Context: an optimization exercise on an open-source flow, tuned for small area. The choices shown serve that exercise and are no tape-out recipe.
Only simulation tests tie the RTL to the original design; equivalence was not proved.
Power is estimated from default activity; no workload was simulated.

## design.v

```verilog
package geom_pkg;
  typedef logic [10:0] coord_x_t;
  typedef logic [9:0]  coord_y_t;
  localparam coord_x_t screen_width = 11'd1279;
  localparam int player_min_x = 10;
  localparam int player_max_x = 400;
  localparam int player_min_y = 10;
  localparam int player_max_y = 757;
  localparam int player_step  = 4;
  localparam coord_x_t player_start_x = 11'd100;
  localparam coord_y_t player_start_y = 10'd110;
  localparam int player_w = 47;
  localparam int player_h = 32;
  localparam int pipe_w   = 100;
  localparam int pipe_h   = 30;
  localparam int goodie_w = 20;
  localparam int goodie_h = 20;
  localparam int max_pipes   = 10;
  localparam int max_goodies = 9;
  localparam logic [max_pipes*11-1:0] pipe_start_x_flat = {
    11'd1280, 11'd1200, 11'd1280, 11'd1100, 11'd950,
    11'd800, 11'd650, 11'd500, 11'd450, 11'd400
  };
  localparam logic [max_pipes*10-1:0] pipe_start_y_flat = {
    10'd320, 10'd450, 10'd510, 10'd630, 10'd750,
    10'd620, 10'd520, 10'd400, 10'd300, 10'd200
  };
  localparam logic [max_goodies*11-1:0] goodie_start_x_flat = {
    11'd1150, 11'd1050, 11'd950, 11'd850, 11'd750,
    11'd650, 11'd550, 11'd450, 11'd350
  };
  localparam logic [max_goodies*10-1:0] goodie_start_y_flat = {
    10'd710, 10'd555, 10'd637, 10'd490, 10'd560,
    10'd380, 10'd400, 10'd300, 10'd200
  };
endpackage
package game_pkg;
  typedef enum logic [1:0] {
    state_idle = 2'b00,
    state_play = 2'b01,
    state_lose = 2'b10,
    state_win  = 2'b11
  } game_state_t;
  typedef logic [3:0] score_t;
  localparam int default_win_score = 9;
endpackage
`timescale 1ns/1ps
module game_core #(
  parameter int n_pipes     = geom_pkg::max_pipes,
  parameter int n_goodies   = geom_pkg::max_goodies,
  parameter int move_period = 1000,
  parameter int win_score   = game_pkg::default_win_score
) (
  input  logic                  slower_clk,
  input  logic                  reset,
  input  logic                  btn_up,
  input  logic                  btn_down,
  input  logic                  btn_left,
  input  logic                  btn_right,
  input  logic                  start,
  output logic [10:0]           player_x,
  output logic [9:0]            player_y,
  output logic [3:0]            score,
  output logic                  collided,
  output logic [1:0]            state
);
  logic play, init;
  assign play = (state == 2'd1);
  assign init = reset || (state == 2'd0);
  logic won;
  assign won = score[3] & score[0];    
  always_ff @(posedge slower_clk) begin
    if (reset) begin
      state <= 2'd0;
    end else begin
      case (state)
        2'd0: if (start) state <= 2'd1;
        2'd1: begin
          if (collided)    state <= 2'd2;
          else if (won)    state <= 2'd3;
          else if (!start) state <= 2'd0;
        end
        default: if (!start) state <= 2'd0;
      endcase
    end
  end
  logic [6:0] kx;
  logic [7:0] ky;
  assign player_x = {2'b00, kx, 2'b00};
  assign player_y = {ky, 2'b10};
  logic mv_up, mv_dn, mv_lf, mv_rt;
  assign mv_up = btn_up && (ky >= 8'd3);
  assign mv_dn = !btn_up && btn_down && (ky <= 8'd187);
  assign mv_lf = !btn_up && !btn_down && btn_left && (kx >= 7'd4);
  assign mv_rt = !btn_up && !btn_down && !btn_left && btn_right && (kx <= 7'd99);
  always_ff @(posedge slower_clk) begin
    if (init) begin
      kx <= 7'd25;
      ky <= 8'd27;
    end else if (play) begin
      if (mv_up)      ky <= ky - 8'd1;
      else if (mv_dn) ky <= ky + 8'd1;
      else if (mv_lf) kx <= kx - 7'd1;
      else if (mv_rt) kx <= kx + 7'd1;
    end
  end
  logic [9:0] base;
  logic       tick;
  assign tick = play && (base == 10'd690);
  always_ff @(posedge slower_clk) begin
    if (init || tick) begin
      base <= 10'd0;
    end else if (play) begin
      base <= {base[8:0], ~(base[9] ^ base[6])};
    end
  end
  logic [2:0] r8;
  logic [1:0] r3, r9h;   
  logic [2:0] r5, r7;
  always_ff @(posedge slower_clk) begin
    if (init) begin
      r8  <= '0;
      r3  <= '0;
      r9h <= '0;
      r5  <= '0;
      r7  <= '0;
    end else if (tick) begin
      r8  <= r8 + 3'd1;
      r3  <= (r3 == 2'd2) ? 2'd0 : r3 + 2'd1;
      if (r3 == 2'd2) r9h <= (r9h == 2'd2) ? 2'd0 : r9h + 2'd1;
      r5  <= (r5 == 3'd4) ? 3'd0 : r5 + 3'd1;
      r7  <= (r7 == 3'd6) ? 3'd0 : r7 + 3'd1;
    end
  end
  logic [9:1] pstep;
  assign pstep[1] = r8[0];
  assign pstep[2] = (r3 == 2'd2);
  assign pstep[3] = (r8[1:0] == 2'd3);
  assign pstep[4] = (r5 == 3'd4);
  assign pstep[5] = r8[0] && (r3 == 2'd2);
  assign pstep[6] = (r7 == 3'd6);
  assign pstep[7] = (r8 == 3'd7);
  assign pstep[8] = (r3 == 2'd2) && (r9h == 2'd2);
  assign pstep[9] = r8[0] && (r5 == 3'd4);
  logic [10:0] g;
  always_ff @(posedge slower_clk) begin
    if (init) begin
      g <= '0;
    end else if (tick) begin
      g <= (g == 11'd1279) ? 11'd0 : g + 11'd1;
    end
  end
  function automatic logic [10:0] PSX(int i);
    case (i)
      1: PSX = 11'd450;  2: PSX = 11'd500;  3: PSX = 11'd650;
      4: PSX = 11'd800;  5: PSX = 11'd950;  6: PSX = 11'd1100;
      7: PSX = 11'd1280; 8: PSX = 11'd1200; default: PSX = 11'd1280;
    endcase
  endfunction
  logic [10:0] px [1:9];
  always_ff @(posedge slower_clk) begin
    for (int i = 1; i <= 9; i++) begin
      if (init) begin
        px[i] <= PSX(i);
      end else if (tick && pstep[i]) begin
        px[i] <= (px[i] == 11'd0) ? 11'd1279 : px[i] - 11'd1;
      end
    end
  end
  logic [9:0]  py;
  logic [10:0] pxp;
  assign py  = player_y;
  assign pxp = player_x;
  logic [10:0] q;
  assign q = pxp + g;
  function automatic int GY(int j);
    case (j)
      0: GY = 200; 1: GY = 300; 2: GY = 400; 3: GY = 380; 4: GY = 560;
      5: GY = 490; 6: GY = 637; 7: GY = 555; default: GY = 710;
    endcase
  endfunction
  logic [8:0] gov;
  logic       xsmall;
  assign xsmall = (kx < 7'd5);   
  always_comb begin
    for (int j = 0; j < 9; j++) begin
      gov[j] = (int'(py) >= GY(j) - 31) && (int'(py) <= GY(j) + 19) &&
               (int'(q) >= 350 + 100*j - 46) &&
               (xsmall ? (int'(q) <= 350 + 100*j + int'(pxp)) : (int'(q) <= 350 + 100*j + 19));
    end
    gov[0] = gov[0] || ((int'(py) >= GY(0) - 31) && (int'(py) <= GY(0) + 19) &&
                        (int'(q) >= 1584) && (int'(q) <= 1649));
  end
  logic hit0;
  assign hit0 = (int'(py) >= 169) && (int'(py) <= 229) &&
                (((int'(q) >= 354) && (int'(q) <= 499) && (g <= 11'd400)) ||
                 (int'(q) >= 1634));
  function automatic int PY(int i);
    case (i)
      1: PY = 300; 2: PY = 400; 3: PY = 520; 4: PY = 620; 5: PY = 750;
      6: PY = 630; 7: PY = 510; 8: PY = 450; default: PY = 320;
    endcase
  endfunction
  logic [9:1] prow;
  always_comb begin
    for (int i = 1; i <= 9; i++) begin
      prow[i] = (int'(py) >= PY(i) - 31) && (int'(py) <= PY(i) + 29);
    end
  end
  logic [10:0] xa, xb;
  logic        rowa, rowb;
  assign rowa = prow[1] | prow[2] | prow[4] | prow[5] | prow[7];
  assign rowb = prow[3] | prow[6] | prow[8] | prow[9];
  assign xa = ({11{prow[1]}} & px[1]) | ({11{prow[2]}} & px[2]) | ({11{prow[4]}} & px[4]) |
              ({11{prow[5]}} & px[5]) | ({11{prow[7]}} & px[7]);
  assign xb = ({11{prow[3]}} & px[3]) | ({11{prow[6]}} & px[6]) | ({11{prow[8]}} & px[8]) |
              ({11{prow[9]}} & px[9]);
  logic hita, hitb;
  assign hita = rowa && ({1'b0, xa} + 12'd99 >= {1'b0, pxp}) && (xa <= pxp + 11'd46);
  assign hitb = rowb && ({1'b0, xb} + 12'd99 >= {1'b0, pxp}) && (xb <= pxp + 11'd46);
  logic [8:0] taken;
  logic [8:0] newt;
  assign newt = gov & ~taken;
  always_ff @(posedge slower_clk) begin
    if (init) begin
      collided <= 1'b0;
      taken    <= '0;
      score    <= '0;
    end else if (play) begin
      if (hit0 || hita || hitb) collided <= 1'b1;
      taken <= taken | newt;
      if (|newt) score <= score + 4'd1;
    end
  end
endmodule
```

## config.mk

```make
export PLATFORM = sky130hd
export DESIGN_NAME = game_core
export DESIGN_NICKNAME = game_core
export VERILOG_FILES = /design/flow/design.v
export SDC_FILE = /design/flow/constraint.sdc
export NUM_CORES = 4
export LEC_CHECK = 0
export CAP_MARGIN = 20
export CORE_MARGIN = 2
export CORE_UTILIZATION = 40
export SLEW_MARGIN = 20
```

## constraint.sdc

```tcl
create_clock -name core_clock -period 10.0 [get_ports {slower_clk}]
set_input_delay 2.0000 -clock core_clock [delete_from_list [all_inputs] [get_ports {slower_clk}]]
set_output_delay 2.0000 -clock core_clock [all_outputs]
set_load 0.01 [all_outputs]
```

## run.sh

```bash
#!/bin/bash
# synth_recipe.tcl (not shown) runs the flow's synth.tcl, then flattens the netlist and writes it again
# the make line also repeats each setting of config.mk as NAME=value (left out here)
make -C /OpenROAD-flow-scripts/flow DESIGN_CONFIG=/design/flow/config.mk WORK_HOME=/design/flow/orfs CLKGATE_MAP_FILE= SYNTH_SCRIPT=/design/flow/synth_recipe.tcl finish
```

==> notes.md <==
## state kept, by name, summed over array words and instances (netlist names), 3 cells and up
name,count
r7,3
px,99
g,11
ky,8
r5,3
taken,9
r8,3
kx,7
base,10
score,4
## routing by layer
layer  up-vias  GRT usage (%)  share of wire [%]
met5         -              0                  0
met4         0           7.59                2.9
met3        75           2.64                3.9
met2       319           40.6                 47
met1      5859           30.1                 46
li1       6133              -                  -
## layout by cell type (no fill, tap or decap), drive strengths merged, types with 9 or more instances in the layout
| master | netlist | layout |
|---|---|---|
| a31oi | 15 | 15 |
| o31ai | 10 | 10 |
| nand2 | 185 | 185 |
| clkdlybuf4s50 | 0 | 28 |
| a222oi | 10 | 10 |
| nand4 | 24 | 24 |
| dfxtp | 164 | 164 |
| nand3 | 70 | 70 |
| xnor2 | 96 | 96 |
| nand2b | 23 | 23 |
| nand3b | 9 | 9 |
| nor3 | 57 | 57 |
| or4 | 16 | 16 |
| ha | 147 | 147 |
| a211oi | 22 | 22 |
| o21ai | 74 | 74 |
| a21o | 25 | 25 |
| o211ai | 30 | 30 |
| nor2 | 171 | 171 |
| a21oi | 122 | 122 |
| or3 | 17 | 17 |
| xor2 | 48 | 48 |
| nor4 | 20 | 20 |
| nor2b | 22 | 22 |
| a32oi | 11 | 11 |
| o21a | 10 | 10 |
| or2 | 11 | 11 |
| o21bai | 9 | 9 |
| inv | 75 | 81 |
| buf | 22 | 15 |
| clkbuf | 47 | 20 |
| a22oi | 9 | 9 |
| and2 | 15 | 15 |
| a2111oi | 11 | 11 |
| and3 | 10 | 10 |
## cell type report
type,count,area (um2)
clock buffer,20,437
clock inverter,12,118
fill,3318,18100
tap,442,553
timing repair buffer,43,393
multi-input combinational,1393,9350
sequential,164,3280
inverter,76,285
## kinds of logic (layout without fill, tap and decap cells)
logic type / Yosys count / in the layout / synth area share [%]
XOR/XNOR: 144 / 144 / 9.62
buffers and inverters: 145 / 151 / 4.44
other: 2 / 6 / 0.0569
AND/OR/NAND/NOR: 681 / 681 / 25.8
flip-flops: 164 / 164 / 24.9
AO/OA/AOI/OAI: 403 / 403 / 20.1
adder cells (fa/ha/maj): 150 / 150 / 14.4
multiplexers: 9 / 9 / 0.692
## cell usage after synthesis (47+ instances only)
cell	number	share of area, %
a21oi_1	121	4.6
clkbuf_1	47	1.3
dfxtp_1	164	25
ha_1	147	14
inv_1	72	2.0
nand2_1	184	5.2
nand3_1	69	2.6
nor2_1	170	4.8
nor3_1	55	2.1
o21ai_0	70	2.7
xnor2_1	96	6.4
xor2_1	47	3.1
## stage by stage
step	instances	setup slack, ns	hold WS [ns]	cell area [um2]
floorplan	1702	5.14	0.422	13200
detailed placement	2118	4.44	0.441	13900
global route	2150	3.86	0.480	14400
global placement	2118	4.50	0.436	13900
finish	2150	4.37	0.450	14400
CTS	2150	4.40	0.451	14400
## critical path, stage by stage (launching register included)
cell	delay (ns)
dfxtp_1	0.30
buf_4	0.23
ha_1	0.31
fa_1	0.53
a21oi_1	0.22
nor2_1	0.11
or3_1	0.37
nand2_1	0.31
inv_1	0.39
ha_1	0.34
a2111oi_0	0.46
nand2b_1	0.16
a2111oi_0	0.42
nor3_1	0.10
a22oi_1	0.15
o2111ai_1	0.21
o41ai_1	0.38
nor3_2	0.15
a21oi_2	0.22
mux2i_1	0.19
## power groups by stage
| stage | registers [uW] | clock network, uW | logic, uW |
|---|---|---|---|
| 5_1_grt | 656 | 681 | 68.4 |
| 3_5_place_dp | 671 | 0 | 60.9 |
| 2_1_floorplan | 670 | 0 | 43.6 |
| 6_report | 656 | 642 | 61.2 |
| 3_3_place_gp | 671 | 0 | 60.3 |
| 4_1_cts | 656 | 657 | 61.1 |
## final timing paths
path / end / slack, ns / cells after the start
worst max-delay path: score[1] / 4.37 / 19
worst min-delay path: taken[6] / 0.45 / 2
worst max register to register: score[1] / 4.37 / 19
worst min register to register: taken[6] / 0.45 / 2
==> impl_metrics.tcl <==
set metrics [dict create \
    outcome "complete, no violations" \
    worstPathArrival_ns 5.98 \
    power_density_nw_per_um2 94.3 \
    initial_core_util_pct 40.5 \
    drtAntennaViolNets 0 \
    synth_ff_type "dfxtp_1" \
    finalMaxSlewViolations 0 \
    power.static_leakage_uw 0.00539 \
    ys_seq_area_share_pct 24.9 \
    place.gp.congestion 0.925 \
    dr.pass1.iters 5 \
    antenna_found_initial 0 \
    cp-startpoint "kx[0]" \
    synthDistinctLibCells 88 \
    cts.sinks 164 \
    post-route-util_pct 44.3 \
    setup_viol 0 \
    cts_buffers 17 \
    yosys_warnings 2 \
    synthToLayoutAreaGrowth_pct 9.31 \
    die_area_um2 34400 \
    synthArstFlopShare_pct 0 \
    synth-edff-count 0 \
    peakVddDrop_mv 0.123 \
    crit_type "reg -> reg" \
    post-route-period-util_pct 56.3 \
    grt.overflow.total 0 \
    syn_area_um2 13200 \
    drc 0 \
    critPathCaptureType "flip-flop" \
    fin_worst_skew_ns 0.0147 \
    startpoint_type "flip-flop" \
    hold_buffers 0 \
    net-switching-power_uw 336 \
    r2r_start "kx[0]" \
    min_period_ns 5.63 \
    grt_pass1_wl_mm 63.8 \
    p_clk_share_pct 47.2 \
    final_nets 1852 \
    tritoncts "done" \
    viasPerCell 5.76 \
    syn_area_per_cell_um2 7.77 \
    worstMarginPinSlew_ns 0.959 \
    tns_ns 0 \
    cts_setup_buffers 0 \
    rows 66 \
    cp_max_fo 20 \
    coreArea_um2 32500 \
    min_path_type "reg -> reg" \
    grt_max_degree 79 \
    hpwlAfterDp_mm 29.0 \
    diodes 0 \
    finalWirelength_mm 39.3 \
    cts-root-buf "clkbuf_16" \
    grt_pass1_vias 11886 \
    relSlewSlack_pct 35.1 \
    cts.path.max_buffers 2 \
    htreeDepth 4 \
    comb_power_share_pct 4.5 \
    rsz0062_at_grt "no" \
    switching_share_pct 24.8 \
    p_int_uw 1020 \
    clk_pin_slew_ns 0.07 \
    finalHoldViolCount 0 \
    wl_per_cell_um 18.3 \
    ctsResizeCount 0 \
    die_height_um 186 \
    drive_gt1_share_pct 4.68 \
    fp.dieW_um 186 \
    drv_cap 0 \
    first_iter_violations 1051 \
    p_seq_share_pct 48.3 \
    clock_latency_ns 0.44 \
    p_total_uw 1360 \
    vias 12386 \
    max_freq_mhz 178 \
    ios 35 \
    postSynthCellCount 1698 \
    ys_ff_latch 164 \
    critPathRequiredTime_ns 10.36 \
    track_usage_pct 23.4 \
    min_from "taken[6]" \
    port-buffer-count 28 \
]

what the ideal ports hide:
The flow's constraints put no driver on any port. The routed layout listed below was extracted and timed again, unchanged, in two steps.
Step 1: set_driving_cell puts a clkbuf_16 on slower_clk and a buf_2 on each other input, an assumption about the parent block.
Step 2 times the ports against the registers' clock, not the clock port: input delays grow and output delays shrink by t, the midpoint of the rising clock arrivals with the driver on.
Three values: ideal, step 1, step 2; two values: the first two.
t, ns: 0.483
slack for setup (ns): 4.375 / 4.375 / 4.375
worst hold slack (ns): 0.450 / 0.450 / 0.450
clock arrival spread, ns: 0.015 / 0.014
cell pins on the clock port's net: 1
After both steps setup and hold are still met in this run. The setup slack of this run moves by 0.000 ns with the drivers and by 0.000 ns with both steps.
